Background: an optimization exercise with open tools, aiming at small area and a short achievable clock period. Do not read the settings as production practice.
Power is estimated from default activity; no workload was simulated.

==> module branch_predictor, before the edit <==
module branch_predictor (
  input  logic        clk,
  input  logic        reset,
  input  logic [31:0] if_pc,
  output logic        pred_taken,
  output logic [31:0] pred_next_pc,
  input  logic        ex_valid,
  input  logic        ex_is_branch,
  input  logic        ex_is_jump,
  input  logic [31:0] ex_pc,
  input  logic [31:0] ex_target,
  input  logic        ex_taken
);
  logic        valid_r  [32];
  logic [24:0] tag_r    [32];
  logic [31:0] target_r [32];
  logic [1:0]  ctr_r    [32];
  logic [31:0] sel_a_s, sel_b_s, m_n_s;
  logic [24:0] pc_tag_n_s;
  logic [31:0] col_tgt_s [32];
  logic [1:0]  tgt_h_n_s [32];
  logic [31:0] inc_n_s;
  logic [7:0]  or8_s;
  logic [3:0]  or16_n_s;
  logic [1:0]  or32_s;
  logic [3:0]  pt_n_s, pt_s;
  always_comb
    for (int k = 0; k < 32; k++)
      for (int b = 0; b < 32; b++) col_tgt_s[b][k] = target_r[k][b];
  bp_dec u_dec_a (.idx(if_pc[6:2]), .sel(sel_a_s));
  bp_dec u_dec_b (.idx(if_pc[6:2]), .sel(sel_b_s));
  for (genvar b = 0; b < 25; b++) begin : g_pcn
    bp_inv u_iv (.a(if_pc[7+b]), .y(pc_tag_n_s[b]));
  end
  for (genvar k = 0; k < 32; k++) begin : g_ent
    bp_match_n u_m (.tag(tag_r[k]), .pc_tag(if_pc[31:7]), .pc_tag_n(pc_tag_n_s),
                    .valid(valid_r[k]),
                    .ctr1(ctr_r[k][1]), .sel(sel_a_s[k]), .m_n(m_n_s[k]));
  end
  for (genvar i = 0; i < 8; i++) begin : g_or8
    bp_nand4 u_nd (.a(m_n_s[4*i]), .b(m_n_s[4*i+1]), .c(m_n_s[4*i+2]), .d(m_n_s[4*i+3]),
                   .y(or8_s[i]));
  end
  for (genvar i = 0; i < 4; i++) begin : g_or16
    bp_nor2 u_nr (.a(or8_s[2*i]), .b(or8_s[2*i+1]), .y(or16_n_s[i]));
  end
  for (genvar i = 0; i < 2; i++) begin : g_or32
    bp_nand2 u_nd (.a(or16_n_s[2*i]), .b(or16_n_s[2*i+1]), .y(or32_s[i]));
  end
  for (genvar i = 0; i < 4; i++) begin : g_pt
    bp_nor2  u_nr (.a(or32_s[0]), .b(or32_s[1]), .y(pt_n_s[i]));
    bp_nand4 u_nd (.a(or16_n_s[0]), .b(or16_n_s[1]), .c(or16_n_s[2]), .d(or16_n_s[3]),
                   .y(pt_s[i]));
  end
  assign pred_taken = pt_s[0];
  bp_inc_n u_inc (.pc(if_pc), .y_n(inc_n_s));
  for (genvar b = 0; b < 32; b++) begin : g_tgt
    bp_rdbit2_n u_rd  (.sel(sel_b_s), .d(col_tgt_s[b]), .y_n(tgt_h_n_s[b]));
    bp_a32oi    u_out (.a1(pt_s[b / 8]), .a2(tgt_h_n_s[b][0]), .a3(tgt_h_n_s[b][1]),
                       .b1(pt_n_s[b / 8]), .b2(inc_n_s[b]), .y(pred_next_pc[b]));
  end
  logic [31:0] ex_sel_s;
  logic [31:0] col_tag_s [25];
  logic [31:0] col_val_s, col_c0_s, col_c1_s;
  logic [24:0] ex_tag_rd_s;
  logic [26:0] ex_eq_s;
  logic [8:0]  ex_l1_n_s;
  logic [2:0]  ex_l2_s;
  logic [1:0]  ex_ctr_s, ctr_nxt_s;
  logic        ex_hit_n_s, ex_hit_s, upd_s, taken_s;
  always_comb
    for (int k = 0; k < 32; k++) begin
      for (int b = 0; b < 25; b++) col_tag_s[b][k] = tag_r[k][b];
      col_val_s[k] = valid_r[k];
      col_c0_s[k]  = ctr_r[k][0];
      col_c1_s[k]  = ctr_r[k][1];
    end
  bp_dec u_dec_ex (.idx(ex_pc[6:2]), .sel(ex_sel_s));
  for (genvar b = 0; b < 25; b++) begin : g_ex_tag
    bp_rdbit u_rd (.sel(ex_sel_s), .d(col_tag_s[b]), .y(ex_tag_rd_s[b]));
    bp_xnor2 u_eq (.a(ex_tag_rd_s[b]), .b(ex_pc[7+b]), .y(ex_eq_s[b]));
  end
  bp_rdbit u_rd_val (.sel(ex_sel_s), .d(col_val_s), .y(ex_eq_s[25]));
  assign ex_eq_s[26] = 1'b1;
  bp_rdbit u_rd_c0 (.sel(ex_sel_s), .d(col_c0_s), .y(ex_ctr_s[0]));
  bp_rdbit u_rd_c1 (.sel(ex_sel_s), .d(col_c1_s), .y(ex_ctr_s[1]));
  for (genvar i = 0; i < 8; i++) begin : g_ex_l1
    bp_nand3 u_nd (.a(ex_eq_s[3*i]), .b(ex_eq_s[3*i+1]), .c(ex_eq_s[3*i+2]), .y(ex_l1_n_s[i]));
  end
  bp_nand2 u_ex_l1_8 (.a(ex_eq_s[24]), .b(ex_eq_s[25]), .y(ex_l1_n_s[8]));
  for (genvar i = 0; i < 3; i++) begin : g_ex_l2
    bp_nor3 u_nr (.a(ex_l1_n_s[3*i]), .b(ex_l1_n_s[3*i+1]), .c(ex_l1_n_s[3*i+2]), .y(ex_l2_s[i]));
  end
  bp_nand3 u_ex_hit (.a(ex_l2_s[0]), .b(ex_l2_s[1]), .c(ex_l2_s[2]), .y(ex_hit_n_s));
  assign ex_hit_s = ~ex_hit_n_s;
  always_comb begin
    upd_s    = ex_valid && (ex_is_branch || ex_is_jump);
    taken_s  = ex_is_jump || ex_taken;
    if (ex_is_jump)
      ctr_nxt_s = 2'b11;
    else if (!ex_hit_s)
      ctr_nxt_s = 2'b10;
    else if (taken_s)
      ctr_nxt_s = (ex_ctr_s == 2'b11) ? 2'b11 : ex_ctr_s + 2'b01;
    else
      ctr_nxt_s = (ex_ctr_s == 2'b00) ? 2'b00 : ex_ctr_s - 2'b01;
  end
  always_ff @(posedge clk) begin
    if (reset) begin
      for (int i = 0; i < 32; i++) valid_r[i] <= 1'b0;
    end else if (upd_s && taken_s) begin
      valid_r[ex_pc[6:2]] <= 1'b1;
    end
  end
  always_ff @(posedge clk) begin
    if (upd_s && taken_s)
      tag_r[ex_pc[6:2]] <= ex_pc[31:7];
  end
  always_ff @(posedge clk) begin
    if (upd_s && (taken_s || ex_hit_s)) begin
      target_r[ex_pc[6:2]] <= ex_target;
      ctr_r[ex_pc[6:2]]    <= ctr_nxt_s;
    end
  end
endmodule
clock: 7.0 ns
lec_check: 0
cap_margin: 20
core_margin: 2
core_utilization: 65
cts_buf_list: sky130_fd_sc_hd__clkbuf_8
cts_cluster_diameter: 45
cts_cluster_size: 18
setup_slack_margin: 2.2
slew_margin: 20
synth_hierarchical: 1
synth_minimum_keep_size: 0
tns_end_percent: 20
run.sh (not shown) runs the stock make flow with config.mk's settings and CLKGATE_MAP_FILE= SYNTH_SCRIPT=/design/flow/synth_recipe.tcl, a recipe that flattens the netlist after the stock synthesis.
Edit:
--- a/flow/design.v
+++ b/flow/design.v
@@ -15,12 +15,21 @@
 endmodule
 module bp_inv (input logic a, output logic y);
   assign y = ~a;
 endmodule
 module bp_xnor2 (input logic a, b, output logic y);
   assign y = ~(a ^ b);
+endmodule
+module bp_a22oi (input logic a1, a2, b1, b2, output logic y);
+  assign y = ~((a1 & a2) | (b1 & b2));
+endmodule
+module bp_a222oi (input logic a1, a2, b1, b2, c1, c2, output logic y);
+  assign y = ~((a1 & a2) | (b1 & b2) | (c1 & c2));
+endmodule
+module bp_xor2 (input logic a, b, output logic y);
+  assign y = a ^ b;
 endmodule
 module bp_mux2i (input logic s, a0, a1, output logic y);
   assign y = ~(s ? a1 : a0);
 endmodule
 module bp_a32oi (input logic a1, a2, a3, b1, b2, output logic y);
   assign y = ~((a1 & a2 & a3) | (b1 & b2));
@@ -70,12 +79,29 @@
   input  logic [31:0] d,
   output logic        y
 );
   logic [1:0] h_n;
   bp_rdbit2_n u_rd (.sel(sel), .d(d), .y_n(h_n));
   bp_nand2    u_nd (.a(h_n[0]), .b(h_n[1]), .y(y));
+endmodule
+module bp_rdbit_c_n (
+  input  logic [31:0] sel,
+  input  logic [31:0] d,
+  output logic        y_n
+);
+  logic [10:0] t_n;
+  logic [2:0]  g;
+  for (genvar i = 0; i < 10; i++) begin : g_ao
+    bp_a222oi u_ao (.a1(sel[3*i]), .a2(d[3*i]), .b1(sel[3*i+1]), .b2(d[3*i+1]),
+                    .c1(sel[3*i+2]), .c2(d[3*i+2]), .y(t_n[i]));
+  end
+  bp_a22oi u_ao10 (.a1(sel[30]), .a2(d[30]), .b1(sel[31]), .b2(d[31]), .y(t_n[10]));
+  bp_nand4 u_nd0 (.a(t_n[0]), .b(t_n[1]), .c(t_n[2]), .d(t_n[3]), .y(g[0]));
+  bp_nand4 u_nd1 (.a(t_n[4]), .b(t_n[5]), .c(t_n[6]), .d(t_n[7]), .y(g[1]));
+  bp_nand3 u_nd2 (.a(t_n[8]), .b(t_n[9]), .c(t_n[10]), .y(g[2]));
+  bp_nor3  u_nr  (.a(g[0]), .b(g[1]), .c(g[2]), .y(y_n));
 endmodule
 module bp_match_n (
   input  logic [24:0] tag,
   input  logic [24:0] pc_tag,
   input  logic [24:0] pc_tag_n,
   input  logic        valid,
@@ -166,13 +192,12 @@
     bp_a32oi    u_out (.a1(pt_s[b / 8]), .a2(tgt_h_n_s[b][0]), .a3(tgt_h_n_s[b][1]),
                        .b1(pt_n_s[b / 8]), .b2(inc_n_s[b]), .y(pred_next_pc[b]));
   end
   logic [31:0] ex_sel_s;
   logic [31:0] col_tag_s [25];
   logic [31:0] col_val_s, col_c0_s, col_c1_s;
-  logic [24:0] ex_tag_rd_s;
   logic [26:0] ex_eq_s;
   logic [8:0]  ex_l1_n_s;
   logic [2:0]  ex_l2_s;
   logic [1:0]  ex_ctr_s, ctr_nxt_s;
   logic        ex_hit_n_s, ex_hit_s, upd_s, taken_s;
   always_comb
@@ -180,20 +205,25 @@
       for (int b = 0; b < 25; b++) col_tag_s[b][k] = tag_r[k][b];
       col_val_s[k] = valid_r[k];
       col_c0_s[k]  = ctr_r[k][0];
       col_c1_s[k]  = ctr_r[k][1];
     end
   bp_dec u_dec_ex (.idx(ex_pc[6:2]), .sel(ex_sel_s));
+  logic [24:0] ex_tag_rd_n_s;
+  logic        ex_val_rd_n_s;
+  logic [1:0]  ex_ctr_rd_n_s;
   for (genvar b = 0; b < 25; b++) begin : g_ex_tag
-    bp_rdbit u_rd (.sel(ex_sel_s), .d(col_tag_s[b]), .y(ex_tag_rd_s[b]));
-    bp_xnor2 u_eq (.a(ex_tag_rd_s[b]), .b(ex_pc[7+b]), .y(ex_eq_s[b]));
-  end
-  bp_rdbit u_rd_val (.sel(ex_sel_s), .d(col_val_s), .y(ex_eq_s[25]));
+    bp_rdbit_c_n u_rd (.sel(ex_sel_s), .d(col_tag_s[b]), .y_n(ex_tag_rd_n_s[b]));
+    bp_xor2      u_eq (.a(ex_tag_rd_n_s[b]), .b(ex_pc[7+b]), .y(ex_eq_s[b]));
+  end
+  bp_rdbit_c_n u_rd_val (.sel(ex_sel_s), .d(col_val_s), .y_n(ex_val_rd_n_s));
+  bp_inv       u_iv_val (.a(ex_val_rd_n_s), .y(ex_eq_s[25]));
   assign ex_eq_s[26] = 1'b1;
-  bp_rdbit u_rd_c0 (.sel(ex_sel_s), .d(col_c0_s), .y(ex_ctr_s[0]));
-  bp_rdbit u_rd_c1 (.sel(ex_sel_s), .d(col_c1_s), .y(ex_ctr_s[1]));
+  bp_rdbit_c_n u_rd_c0 (.sel(ex_sel_s), .d(col_c0_s), .y_n(ex_ctr_rd_n_s[0]));
+  bp_rdbit_c_n u_rd_c1 (.sel(ex_sel_s), .d(col_c1_s), .y_n(ex_ctr_rd_n_s[1]));
+  assign ex_ctr_s = ~ex_ctr_rd_n_s;
   for (genvar i = 0; i < 8; i++) begin : g_ex_l1
     bp_nand3 u_nd (.a(ex_eq_s[3*i]), .b(ex_eq_s[3*i+1]), .c(ex_eq_s[3*i+2]), .y(ex_l1_n_s[i]));
   end
   bp_nand2 u_ex_l1_8 (.a(ex_eq_s[24]), .b(ex_eq_s[25]), .y(ex_l1_n_s[8]));
   for (genvar i = 0; i < 3; i++) begin : g_ex_l2
     bp_nor3 u_nr (.a(ex_l1_n_s[3*i]), .b(ex_l1_n_s[3*i+1]), .c(ex_l1_n_s[3*i+2]), .y(ex_l2_s[i]));
After rerunning: The new run completed with no timing, DRC or antenna violations. Via count drops by 2.2%. Worst setup slack improved by 35 ps. First-iteration DRC count climbs by 10%. Combinational power stays flat. Power drops by 1.4%. Clock power drops by 3.9%. Wire length drops by 3.7%. Synthesized cell count drops by 4.5%. Core utilization drops by 0.43 points. Synthesized area drops by 0.62%. Global-route usage drops by 2.2 points.
No run of this note included a check of the RTL's function; only the layout flow was run.

separate check: timing with driven ports:
How much do the figures lean on ideal ports? The routed layouts below were timed once more, with nothing changed but the port constraints.
Step 1, drivers: a clkbuf_16 drives clk and a buf_2 each remaining input, both assumed.
Step 2 moves the port delays by t, midway between the first and last clock arrival at a register: inputs arrive t later, outputs are due t later. That takes back most of the time a late clock gives input paths.
Three values: ideal ports, drivers, drivers and shift; two values: the first two.
run	shift t [ns]	setup slack, ns	clock arrival spread, ns
the first run	1.056	1.507 / 1.444 / 1.103	0.058 / 0.058
the second run	1.023	1.542 / 1.514 / 1.130	0.055 / 0.054
After both steps every run listed still meets setup and hold. For the second run, which loses most, drivers alone change the setup slack by -0.028 ns; drivers and shift together by -0.412 ns.
